This design comes from an exercise in tuning for small area, a short achievable clock period and few clock cycles per item on the open sky130 flow, not from production work. Where RTL was checked, it was by simulation tests only, not by an equivalence proof against the original. Power figures rest on the tool's default switching activity, not on a simulated workload.

==> run R <==
==> flow/design.v <==
package dq_pkg;
    localparam int DQ_DMA_WIDTH = 32;
    localparam int DQ_MAX_QWIDTH = 8;
    localparam int DQ_COUNT_WIDTH = 16;
endpackage
`timescale 1ns/1ps
module dq_config (
    input  logic        clk,
    input  logic        rst_n,
    input  logic        activate,
    input  logic [24:0] up_cfg_in,
    input  logic [24:0] down_cfg_in,
    output logic [3:0]  up_bw,
    output logic [3:0]  dn_bw,
    output logic [4:0]  dn_lo,        
    output logic        run
);
    always_ff @(posedge clk or negedge rst_n) begin
        if (!rst_n) begin
            run <= 1'b0;
        end else begin
            run <= activate;
        end
    end
    always_ff @(posedge clk) begin
        up_bw <= up_cfg_in[24:21];
        dn_bw <= down_cfg_in[24:21];
        dn_lo <= 5'd15 - down_cfg_in[20:16];
    end
endmodule
`timescale 1ns/1ps
module bit_extractor (
    input  logic        clk,
    input  logic        run,
    input  logic        activate,
    input  logic [3:0]  bw,          
    input  logic [15:0] num_in,      
    input  logic        in_valid,
    input  logic [31:0] in_data,
    output logic        in_ready,
    output logic        out_valid,
    output logic [7:0]  out_value,
    input  logic        out_ready
);
    logic [31:0] w;
    logic [9:0]  l;
    logic [5:0]  p;
    logic [15:0] rem;        
    logic        f1;         
    logic        f2;         
    logic        rem_nz;
    logic        rem_gt1;
    logic        rem_gt2;
    logic        pop;
    logic        load;
    logic [5:0]  p_pop;      
    logic [5:0]  p_sel;
    logic [5:0]  t2;         
    logic        f2_pop;     
    logic        need_pop;
    logic        need_stay;
    logic [7:0]  mask;
    logic [41:0] win;
    logic [38:0] s32;
    logic [22:0] s16;
    logic [14:0] s8;
    logic [10:0] s4;
    logic [8:0]  s2;
    logic [7:0]  s1;
    assign rem_nz  = (rem != 16'd0);
    assign rem_gt1 = (rem[15:1] != 15'd0);
    assign rem_gt2 = rem_gt1 && (rem != 16'd2);
    assign pop  = rem_nz && !f1 && (!out_valid || out_ready);
    assign load = in_valid && in_ready;
    assign p_pop  = p + {2'd0, bw};
    assign t2     = 6'd42 - {1'b0, bw, 1'b0};
    assign f2_pop = (p_pop > t2);
    assign need_pop  = rem_gt2 ? (f2_pop && p_pop[5]) : (rem_gt1 && f2);
    assign need_stay = rem_gt1 ? (f1 || (f2 && p[5])) : (rem_nz && f1);
    assign p_sel = pop ? p_pop : p;
    always_comb begin
        for (int i = 0; i < 8; i++) mask[i] = (i < bw);
    end
    assign win = {w, l};
    always_comb begin
        for (int i = 0; i < 39; i++) s32[i] = (p[5] && i < 10) ? win[i+32] : win[i];
        for (int i = 0; i < 23; i++) s16[i] = p[4] ? s32[i+16] : s32[i];
        for (int i = 0; i < 15; i++) s8[i]  = p[3] ? s16[i+8]  : s16[i];
        for (int i = 0; i < 11; i++) s4[i]  = p[2] ? s8[i+4]   : s8[i];
        for (int i = 0; i < 9; i++)  s2[i]  = p[1] ? s4[i+2]   : s4[i];
        for (int i = 0; i < 8; i++)  s1[i]  = p[0] ? s2[i+1]   : s2[i];
    end
    always_ff @(posedge clk) begin
        if (!run) begin
            p         <= 6'd42;
            rem       <= num_in;
            f1        <= 1'b1;
            f2        <= 1'b1;
            out_valid <= 1'b0;
            in_ready  <= activate && (num_in != 16'd0);
        end else begin
            p         <= {p_sel[5] && !load, p_sel[4:0]};
            f1        <= !load && (pop ? f2 : f1);
            f2        <= !load && (pop ? f2_pop : f2);
            in_ready  <= activate && !load && (pop ? need_pop : need_stay);
            if (pop) begin
                rem <= rem - 16'd1;
            end
            if (!out_valid || out_ready) begin
                out_valid <= pop;
            end
        end
        if (load) begin
            w <= in_data;
            l <= w[31:22];
        end
        if (pop) begin
            out_value <= s1 & mask;
        end
    end
endmodule
`timescale 1ns/1ps
module dequantizer (
    input  logic [4:0]  scale,       
    input  logic [7:0]  in_value,
    output logic [11:0] out_half     
);
    logic [2:0] pos;
    logic [7:0] norm;
    always_comb begin
        pos = '0;
        for (int i = 0; i < 8; i++) begin
            if (in_value[i]) pos = i[2:0];
        end
        norm = in_value << (3'd7 - pos);
        if (in_value == 8'd0) begin
            out_half = '0;
        end else begin
            out_half = {scale + (5'd15 + {2'd0, pos}), norm[6:0]};
        end
    end
endmodule
`timescale 1ns/1ps
module stream_fifo #(
    parameter int WIDTH = 16
) (
    input  logic             clk,
    input  logic             run,
    input  logic             wr_valid,
    input  logic [WIDTH-1:0] wr_data,
    output logic             wr_ready,
    output logic             rd_valid,
    output logic [WIDTH-1:0] rd_data,
    input  logic             rd_ready
);
    assign wr_ready = !rd_valid || rd_ready;
    always_ff @(posedge clk) begin
        if (!run) begin
            rd_valid <= 1'b0;
        end else if (wr_ready) begin
            rd_valid <= wr_valid;
        end
        if (wr_ready && wr_valid) begin
            rd_data <= wr_data;
        end
    end
endmodule
`timescale 1ns/1ps
module quantizer (
    input  logic [4:0]  lo,          
    input  logic [3:0]  bw,
    input  logic [15:0] in_half,
    output logic        sat,         
    output logic        zero,        
    output logic [7:0]  value        
);
    logic        s;
    logic [4:0]  e;
    logic [10:0] mant;
    logic [5:0]  hi;
    logic [7:0]  hit;
    logic [7:0]  norm;
    assign s    = in_half[15];
    assign e    = in_half[14:10];
    assign mant = {1'b1, in_half[9:0]};
    assign hi   = {1'b0, lo} + {2'd0, bw};
    always_comb begin
        for (int k = 0; k < 8; k++) hit[k] = (e[2:0] == 3'(lo[2:0] + 3'(k)));
        norm = '0;
        for (int k = 0; k < 8; k++) begin
            if (hit[k]) norm = norm | 8'(mant >> (10 - k));
        end
        zero  = s || (e == 5'd0) || (e < lo) || ({1'b0, e} >= hi);
        sat   = !s && (e != 5'd0) && ((e == 5'd31) || ({1'b0, e} >= hi));
        value = norm;
    end
endmodule
`timescale 1ns/1ps
module bit_packer (
    input  logic        clk,
    input  logic        run,
    input  logic        activate,
    input  logic [3:0]  bw,
    input  logic [15:0] num_in,      
    input  logic        in_valid,
    input  logic        in_sat,      
    input  logic        in_zero,     
    input  logic [7:0]  in_value,
    output logic        in_ready,
    output logic        out_valid,
    output logic [32:0] out_beat,
    input  logic        out_ready
);
    logic [15:0] rem;        
    logic [7:0]  qval;       
    logic        qsat;
    logic        qzero;
    logic [7:0]  max;
    logic [7:0]  qv_val;
    logic        qv;
    logic [38:0] acc;
    logic [5:0]  fill;
    logic        rem_nz;
    logic        rem_gt1;
    logic        done;
    logic        word_rdy;
    logic        push;
    logic        move;
    logic        take;
    logic [38:0] ins;
    logic [5:0]  fill_m;     
    logic [5:0]  fill_s;     
    assign rem_nz   = (rem != 16'd0);
    assign rem_gt1  = (rem[15:1] != 15'd0);
    assign done     = !rem_nz && !qv;
    assign word_rdy = fill[5] || (done && (fill != 6'd0));
    assign push     = run && qv && (!fill[5] || !out_valid);
    assign move     = word_rdy && (!out_valid || out_ready);
    assign take     = in_valid && in_ready;
    always_comb begin
        for (int i = 0; i < 8; i++) max[i] = (i < bw);
    end
    assign qv_val = !push ? 8'd0 : qsat ? max : (qzero ? 8'd0 : qval);
    assign ins    = {31'd0, qv_val} << fill[4:0];
    assign fill_m = {1'b0, fill[4:0] & {5{fill[5]}}} + (push ? {2'd0, bw} : 6'd0);
    assign fill_s = fill + (push ? {2'd0, bw} : 6'd0);
    logic [3:0] rdy_n;
    always_comb begin
        for (int k = 0; k < 4; k++) begin
            logic t, r, mv, nz, qvn, ovn;
            logic [5:0] fn;
            t   = k[1];
            r   = k[0];
            mv  = word_rdy && (!out_valid || r);
            nz  = t ? rem_gt1 : rem_nz;
            qvn = t || (qv && !push);
            ovn = mv || (out_valid && !r);
            fn  = mv ? fill_m : fill_s;
            rdy_n[k] = nz && (!qvn || !fn[5] || !ovn);
        end
    end
    always_ff @(posedge clk) begin
        if (!run) begin
            rem       <= num_in;
            qv        <= 1'b0;
            fill      <= '0;
            out_valid <= 1'b0;
            in_ready  <= activate && (num_in != 16'd0);
        end else begin
            if (take) begin
                rem <= rem - 16'd1;
            end
            qv        <= take || (qv && !push);
            fill      <= move ? fill_m : fill_s;
            out_valid <= move || (out_valid && !out_ready);
            in_ready  <= activate && rdy_n[{take, out_ready}];
        end
        acc <= (move || !run) ? ({32'd0, acc[38:32]} | ins) : (acc | ins);
        if (take) begin
            qval <= in_value;
            qsat <= in_sat;
            qzero <= in_zero;
        end
        if (move) begin
            out_beat <= {acc[31:0], done && (!fill[5] || fill == 6'd32)};
        end
    end
endmodule
`timescale 1ns/1ps
module dequant_quant_top (
    input  logic        clk,
    input  logic        rst_n,
    input  logic        activate,
    input  logic [24:0] up_cfg,
    input  logic [24:0] down_cfg,
    input  logic        rcv_valid,
    input  logic [32:0] rcv_beat,
    output logic        rcv_ready,
    output logic        deq_valid,
    output logic [15:0] deq_data,
    input  logic        deq_ready,
    input  logic        q_valid,
    input  logic [15:0] q_data,
    output logic        q_ready,
    output logic        trm_valid,
    output logic [32:0] trm_beat,
    input  logic        trm_ready
);
    logic        run;
    logic [3:0]  up_bw;
    logic [3:0]  dn_bw;
    logic [4:0]  dn_lo;
    logic        qz_sat;
    logic        qz_zero;
    logic        ext_valid;
    logic [7:0]  ext_value;
    logic        ext_ready;
    logic [11:0] dq_half;
    logic [11:0] out_half;
    logic [7:0]  qz_value;
    dq_config cfg0 (
        .clk(clk), .rst_n(rst_n), .activate(activate),
        .up_cfg_in(up_cfg), .down_cfg_in(down_cfg),
        .up_bw(up_bw), .dn_bw(dn_bw), .dn_lo(dn_lo),
        .run(run)
    );
    bit_extractor ext0 (
        .clk(clk), .run(run), .activate(activate), .bw(up_bw), .num_in(up_cfg[15:0]),
        .in_valid(rcv_valid), .in_data(rcv_beat[32:1]), .in_ready(rcv_ready),
        .out_valid(ext_valid), .out_value(ext_value), .out_ready(ext_ready)
    );
    dequantizer deq0 (.scale(up_cfg[20:16]), .in_value(ext_value), .out_half(dq_half));
    stream_fifo #(.WIDTH(12)) up_out (
        .clk(clk), .run(run),
        .wr_valid(ext_valid), .wr_data(dq_half), .wr_ready(ext_ready),
        .rd_valid(deq_valid), .rd_data(out_half), .rd_ready(deq_ready)
    );
    assign deq_data = {1'b0, out_half, 3'b000};
    quantizer qnt0 (.lo(dn_lo), .bw(dn_bw), .in_half(q_data), .sat(qz_sat), .zero(qz_zero), .value(qz_value));
    bit_packer pack0 (
        .clk(clk), .run(run), .activate(activate), .bw(dn_bw), .num_in(down_cfg[15:0]),
        .in_valid(q_valid), .in_sat(qz_sat), .in_zero(qz_zero), .in_value(qz_value), .in_ready(q_ready),
        .out_valid(trm_valid), .out_beat(trm_beat), .out_ready(trm_ready)
    );
endmodule
==> flow/flow/run.sh <==
#!/bin/bash
# The standard layout, with buf_1 port buffers, a tighter repair target and
# a clock tree without dummy loads.
export BUFFER_PORTS_ARGS="-buffer_cell sky130_fd_sc_hd__buf_1"
export SETUP_SLACK_MARGIN=6.2
export CTS_ARGS="-sink_clustering_enable -repair_clock_nets -dont_use_dummy_load -buf_list {sky130_fd_sc_hd__clkbuf_4 sky130_fd_sc_hd__clkbuf_8} -sink_clustering_size 20 -sink_clustering_max_diameter 60"
bash standard.sh > standard.log 2>&1
==> flow/standard.sh <==
#!/bin/bash
# synth_recipe.tcl (not shown) runs the flow's synth.tcl, then flattens the netlist and writes it again
# the make line also repeats each setting of config.mk as NAME=value (left out here)
make -C /OpenROAD-flow-scripts/flow DESIGN_CONFIG=/design/flow/config.mk WORK_HOME=/design/flow/orfs CLKGATE_MAP_FILE= SYNTH_SCRIPT=/design/flow/synth_recipe.tcl "${@:-finish}"
==> flow/config.mk <==
export PLATFORM = sky130hd
export DESIGN_NAME = dequant_quant_top
export DESIGN_NICKNAME = dequant_quant_top
export VERILOG_FILES = /design/flow/design.v
export SDC_FILE = /design/flow/constraint.sdc
export NUM_CORES = 4
export LEC_CHECK = 0
export CAP_MARGIN = 20
export CORE_MARGIN = 2
export CORE_UTILIZATION = 60
export SLEW_MARGIN = 20
==> flow/constraint.sdc <==
create_clock -name core_clock -period 9.0 [get_ports {clk}]
set_input_delay 1.8000 -clock core_clock [delete_from_list [all_inputs] [get_ports {clk}]]
set_output_delay 1.8000 -clock core_clock [all_outputs]
set_load 0.01 [all_outputs]
==> inputs of run C, as changes to run R <==
==> flow/design.v, changed modules only <==
module dq_config (
    input  logic        clk,
    input  logic        rst_n,
    input  logic        activate,
    input  logic [24:0] up_cfg_in,
    input  logic [24:0] down_cfg_in,
    output logic [3:0]  up_bw,
    output logic [4:0]  up_base,      
    output logic [3:0]  dn_bw,
    output logic [4:0]  dn_lo,        
    output logic        run
);
    always_ff @(posedge clk or negedge rst_n) begin
        if (!rst_n) begin
            run <= 1'b0;
        end else begin
            run <= activate;
        end
    end
    always_ff @(posedge clk) begin
        up_bw   <= up_cfg_in[24:21];
        up_base <= 5'd15 + up_cfg_in[20:16];
        dn_bw   <= down_cfg_in[24:21];
        dn_lo   <= 5'd15 - down_cfg_in[20:16];
    end
endmodule
module bit_extractor (
    input  logic        clk,
    input  logic        run,
    input  logic        activate,
    input  logic [3:0]  bw,
    input  logic [15:0] num_in,      
    input  logic        in_valid,
    input  logic [31:0] in_data,
    output logic        in_ready,
    output logic        out_valid,
    output logic [7:0]  out_value,
    input  logic        out_ready
);
    logic [31:0] w;
    logic [14:0] l;
    logic [5:0]  p;
    logic [15:0] rem;        
    logic        f1;         
    logic        f2;         
    logic        rem_nz;
    logic        rem_gt1;
    logic        rem_gt2;
    logic        pop;
    logic        load;
    logic [5:0]  p_pop;      
    logic [5:0]  p_sel;
    logic        f2_pop;     
    logic        need_pop;
    logic        need_stay;
    logic [7:0]  mask;
    logic [46:0] win;
    logic [38:0] s32;
    logic [22:0] s16;
    logic [14:0] s8;
    logic [10:0] s4;
    logic [8:0]  s2;
    logic [7:0]  s1;
    assign rem_nz  = (rem != 16'd0);
    assign rem_gt1 = (rem[15:1] != 15'd0);
    assign rem_gt2 = rem_gt1 && (rem != 16'd2);
    assign pop  = rem_nz && !f1 && (!out_valid || out_ready);
    assign load = in_valid && in_ready;
    assign p_pop  = p + {2'd0, bw};
    assign f2_pop = ({1'b0, p} + {3'd0, bw} + {2'd0, bw, 1'b0}) > 7'd47;
    assign need_pop  = rem_gt2 ? f2_pop : (rem_gt1 && f2);
    assign need_stay = rem_gt1 ? f2 : (rem_nz && f1);
    assign p_sel = pop ? p_pop : p;
    always_comb begin
        for (int i = 0; i < 8; i++) mask[i] = (i < bw);
    end
    assign win = {w, l};
    always_comb begin
        for (int i = 0; i < 39; i++) s32[i] = (p[5] && i < 15) ? win[i+32] : win[i];
        for (int i = 0; i < 23; i++) s16[i] = p[4] ? s32[i+16] : s32[i];
        for (int i = 0; i < 15; i++) s8[i]  = p[3] ? s16[i+8]  : s16[i];
        for (int i = 0; i < 11; i++) s4[i]  = p[2] ? s8[i+4]   : s8[i];
        for (int i = 0; i < 9; i++)  s2[i]  = p[1] ? s4[i+2]   : s4[i];
        for (int i = 0; i < 8; i++)  s1[i]  = p[0] ? s2[i+1]   : s2[i];
    end
    always_ff @(posedge clk) begin
        if (!run) begin
            p         <= 6'd47;
            rem       <= num_in;
            f1        <= 1'b1;
            f2        <= 1'b1;
            out_valid <= 1'b0;
            in_ready  <= activate && (num_in != 16'd0);
        end else begin
            p         <= {p_sel[5] && !load, p_sel[4:0]};
            f1        <= !load && (pop ? f2 : f1);
            f2        <= !load && (pop ? f2_pop : f2);
            in_ready  <= activate && !load && (pop ? need_pop : need_stay);
            if (pop) begin
                rem <= rem - 16'd1;
            end
            if (!out_valid || out_ready) begin
                out_valid <= pop;
            end
        end
        if (load) begin
            w <= in_data;
            l <= w[31:17];
        end
        if (pop) begin
            out_value <= s1 & mask;
        end
    end
endmodule
module dequantizer (
    input  logic [4:0]  base,        
    input  logic [7:0]  in_value,
    output logic [11:0] out_half     
);
    logic [2:0] pos;
    logic [7:0] norm;
    always_comb begin
        pos = '0;
        for (int i = 0; i < 8; i++) begin
            if (in_value[i]) pos = i[2:0];
        end
        norm = in_value << (3'd7 - pos);
        if (in_value == 8'd0) begin
            out_half = '0;
        end else begin
            out_half = {base + {2'd0, pos}, norm[6:0]};
        end
    end
endmodule
module quantizer (
    input  logic [4:0]  lo,          
    input  logic [3:0]  bw,
    input  logic [15:0] in_half,
    output logic [7:0]  out_value
);
    logic        s;
    logic [4:0]  e;
    logic [10:0] mant;
    logic [5:0]  hi;
    logic [7:0]  max;
    logic [7:0]  hit;
    logic [7:0]  norm;
    assign s    = in_half[15];
    assign e    = in_half[14:10];
    assign mant = {1'b1, in_half[9:0]};
    assign hi   = {1'b0, lo} + {2'd0, bw};
    always_comb begin
        for (int i = 0; i < 8; i++) max[i] = (i < bw);
        for (int k = 0; k < 8; k++) hit[k] = (e[2:0] == 3'(lo[2:0] + 3'(k)));
        norm = '0;
        for (int k = 0; k < 8; k++) begin
            if (hit[k]) norm = norm | 8'(mant >> (10 - k));
        end
        if (s || (e == 5'd0)) begin
            out_value = '0;
        end else if ((e == 5'd31) || ({1'b0, e} >= hi)) begin
            out_value = max;
        end else if (e < lo) begin
            out_value = '0;
        end else begin
            out_value = norm;
        end
    end
endmodule
module bit_packer (
    input  logic        clk,
    input  logic        run,
    input  logic        activate,
    input  logic [3:0]  bw,
    input  logic [15:0] num_in,      
    input  logic        in_valid,
    input  logic [7:0]  in_value,
    output logic        in_ready,
    output logic        out_valid,
    output logic [32:0] out_beat,
    input  logic        out_ready
);
    logic [15:0] rem;        
    logic [7:0]  qval;       
    logic        qv;
    logic [38:0] acc;
    logic [5:0]  fill;
    logic        rem_nz;
    logic        rem_gt1;
    logic        done;
    logic        word_rdy;
    logic        push;
    logic        move;
    logic        take;
    logic [38:0] ins;
    logic [5:0]  fill_m;     
    logic [5:0]  fill_s;     
    assign rem_nz   = (rem != 16'd0);
    assign rem_gt1  = (rem[15:1] != 15'd0);
    assign done     = !rem_nz && !qv;
    assign word_rdy = fill[5] || (done && (fill != 6'd0));
    assign push     = qv && (!fill[5] || !out_valid);
    assign move     = word_rdy && (!out_valid || out_ready);
    assign take     = in_valid && in_ready;
    assign ins    = push ? ({31'd0, qval} << fill[4:0]) : 39'd0;
    assign fill_m = {1'b0, fill[4:0] & {5{fill[5]}}} + (push ? {2'd0, bw} : 6'd0);
    assign fill_s = fill + (push ? {2'd0, bw} : 6'd0);
    logic [3:0] rdy_n;
    always_comb begin
        for (int k = 0; k < 4; k++) begin
            logic t, r, mv, nz, qvn, ovn;
            logic [5:0] fn;
            t   = k[1];
            r   = k[0];
            mv  = word_rdy && (!out_valid || r);
            nz  = t ? rem_gt1 : rem_nz;
            qvn = t || (qv && !push);
            ovn = mv || (out_valid && !r);
            fn  = mv ? fill_m : fill_s;
            rdy_n[k] = nz && (!qvn || !fn[5] || !ovn);
        end
    end
    always_ff @(posedge clk) begin
        if (!run) begin
            rem       <= num_in;
            qv        <= 1'b0;
            fill      <= '0;
            out_valid <= 1'b0;
            acc       <= '0;
            in_ready  <= activate && (num_in != 16'd0);
        end else begin
            if (take) begin
                rem <= rem - 16'd1;
            end
            qv        <= take || (qv && !push);
            fill      <= move ? fill_m : fill_s;
            out_valid <= move || (out_valid && !out_ready);
            acc       <= move ? ({32'd0, acc[38:32]} | ins) : (acc | ins);
            in_ready  <= activate && rdy_n[{take, out_ready}];
        end
        if (take) begin
            qval <= in_value;
        end
        if (move) begin
            out_beat <= {acc[31:0], done && (!fill[5] || fill == 6'd32)};
        end
    end
endmodule
module dequant_quant_top (
    input  logic        clk,
    input  logic        rst_n,
    input  logic        activate,
    input  logic [24:0] up_cfg,
    input  logic [24:0] down_cfg,
    input  logic        rcv_valid,
    input  logic [32:0] rcv_beat,
    output logic        rcv_ready,
    output logic        deq_valid,
    output logic [15:0] deq_data,
    input  logic        deq_ready,
    input  logic        q_valid,
    input  logic [15:0] q_data,
    output logic        q_ready,
    output logic        trm_valid,
    output logic [32:0] trm_beat,
    input  logic        trm_ready
);
    logic        run;
    logic [3:0]  up_bw;
    logic [4:0]  up_base;
    logic [3:0]  dn_bw;
    logic [4:0]  dn_lo;
    logic        ext_valid;
    logic [7:0]  ext_value;
    logic        ext_ready;
    logic [11:0] dq_half;
    logic [11:0] out_half;
    logic [7:0]  qz_value;
    dq_config cfg0 (
        .clk(clk), .rst_n(rst_n), .activate(activate),
        .up_cfg_in(up_cfg), .down_cfg_in(down_cfg),
        .up_bw(up_bw), .up_base(up_base), .dn_bw(dn_bw), .dn_lo(dn_lo),
        .run(run)
    );
    bit_extractor ext0 (
        .clk(clk), .run(run), .activate(activate), .bw(up_bw), .num_in(up_cfg[15:0]),
        .in_valid(rcv_valid), .in_data(rcv_beat[32:1]), .in_ready(rcv_ready),
        .out_valid(ext_valid), .out_value(ext_value), .out_ready(ext_ready)
    );
    dequantizer deq0 (.base(up_base), .in_value(ext_value), .out_half(dq_half));
    stream_fifo #(.WIDTH(12)) up_out (
        .clk(clk), .run(run),
        .wr_valid(ext_valid), .wr_data(dq_half), .wr_ready(ext_ready),
        .rd_valid(deq_valid), .rd_data(out_half), .rd_ready(deq_ready)
    );
    assign deq_data = {1'b0, out_half, 3'b000};
    quantizer qnt0 (.lo(dn_lo), .bw(dn_bw), .in_half(q_data), .out_value(qz_value));
    bit_packer pack0 (
        .clk(clk), .run(run), .activate(activate), .bw(dn_bw), .num_in(down_cfg[15:0]),
        .in_valid(q_valid), .in_value(qz_value), .in_ready(q_ready),
        .out_valid(trm_valid), .out_beat(trm_beat), .out_ready(trm_ready)
    );
endmodule
==> flow/flow/run.sh (replaced) <==
#!/bin/bash
# The standard layout, with buf_1 port buffers, a tighter repair target and
# a clock tree without dummy loads.
export BUFFER_PORTS_ARGS="-buffer_cell sky130_fd_sc_hd__buf_1"
export SETUP_SLACK_MARGIN=5.8
export CTS_ARGS="-sink_clustering_enable -repair_clock_nets -dont_use_dummy_load -buf_list {sky130_fd_sc_hd__clkbuf_4 sky130_fd_sc_hd__clkbuf_8} -sink_clustering_size 20 -sink_clustering_max_diameter 60"
bash standard.sh > standard.log 2>&1
==> run summary <==
item	run C	run R
Outcome	finished clean	finished clean
Slew of the pin with the lowest slew margin	0.959 ns	0.883 ns
Normalized max-slew margin	35.9%	41.0%
Power share of the sequential group	58.9%	58.6%
Register fraction of the total cell area	46.4%	45.0%
Cell depth of the worst setup path	7	1
Die Footprint	20000 µm²	19500 µm²
Placed Instances	1353	1331
Met2 routed wirelength	11.5 mm	11.6 mm
Post-CTS setup repair buffer count	1	3
Cell count after synthesis	1010	993
Clock period minus worst slack	3.13 ns	2.91 ns
Post-Syn Area	11300 µm²	11000 µm²
Total number of vias	7973	8181
Register-to-register setup slack	5.94 ns	6.33 ns
Number of nets in the layout	1303	1291
Min-delay src	pack0.acc[27]	pack0.acc[14]
Filler-free cell count of the finished design	1375	1366
Worst setup EP type	flip-flop	output port
Pwr dens	159 nW/µm²	155 nW/µm²
Comb_multi_in	698	697
Async S/R FF share, synth	0.459%	0.476%
Buffers outside the clock class	159	161
Register-to-Register Path Depth	10	6
First-pass GRT wire length	37.0 mm	39.0 mm
Static leakage	4.44 nW	4.54 nW
Vias in the first global route	7589	7885
Testbench counts of run R, summed over its fixed seeds: cycles 67,917, items 74,830.
For run C, only the layout was checked, not whether the RTL still works.

## port drivers added, routing unchanged
In the flow no input, the clock included, has a driving cell. The finished layouts below were timed again as built, in two steps. Step 1 (the two cells are an assumption about what drives the block):
set clk [get_ports {clk}]
set_driving_cell -lib_cell sky130_fd_sc_hd__clkbuf_16 $clk
set_driving_cell -lib_cell sky130_fd_sc_hd__buf_2 [delete_from_list [all_inputs] $clk]
Step 2 adds t to the input delays and takes it off the output delays; t is the mean of the earliest and latest rising clock arrival at the registers after step 1. Input paths then give back, and output paths get back, about the clock's delay inside the block. a / b / c = ideal ports / drivers / drivers and shift; a / b = the first two.
| run | t, ns | slack for setup (ns) | slew at the worst register clock pin (ns) | cell pins on the clock port's net |
|---|---|---|---|---|
| run R | 0.568 | 6.087 / 6.045 / 5.660 | 0.12 / 0.12 | 1 |
| run C | 0.544 | 5.872 / 5.897 / 5.353 | 0.12 / 0.12 | 1 |
After both steps every run listed still meets setup and hold. For run C, which loses most, drivers alone change the setup slack by +0.025 ns; drivers and shift together by -0.519 ns.
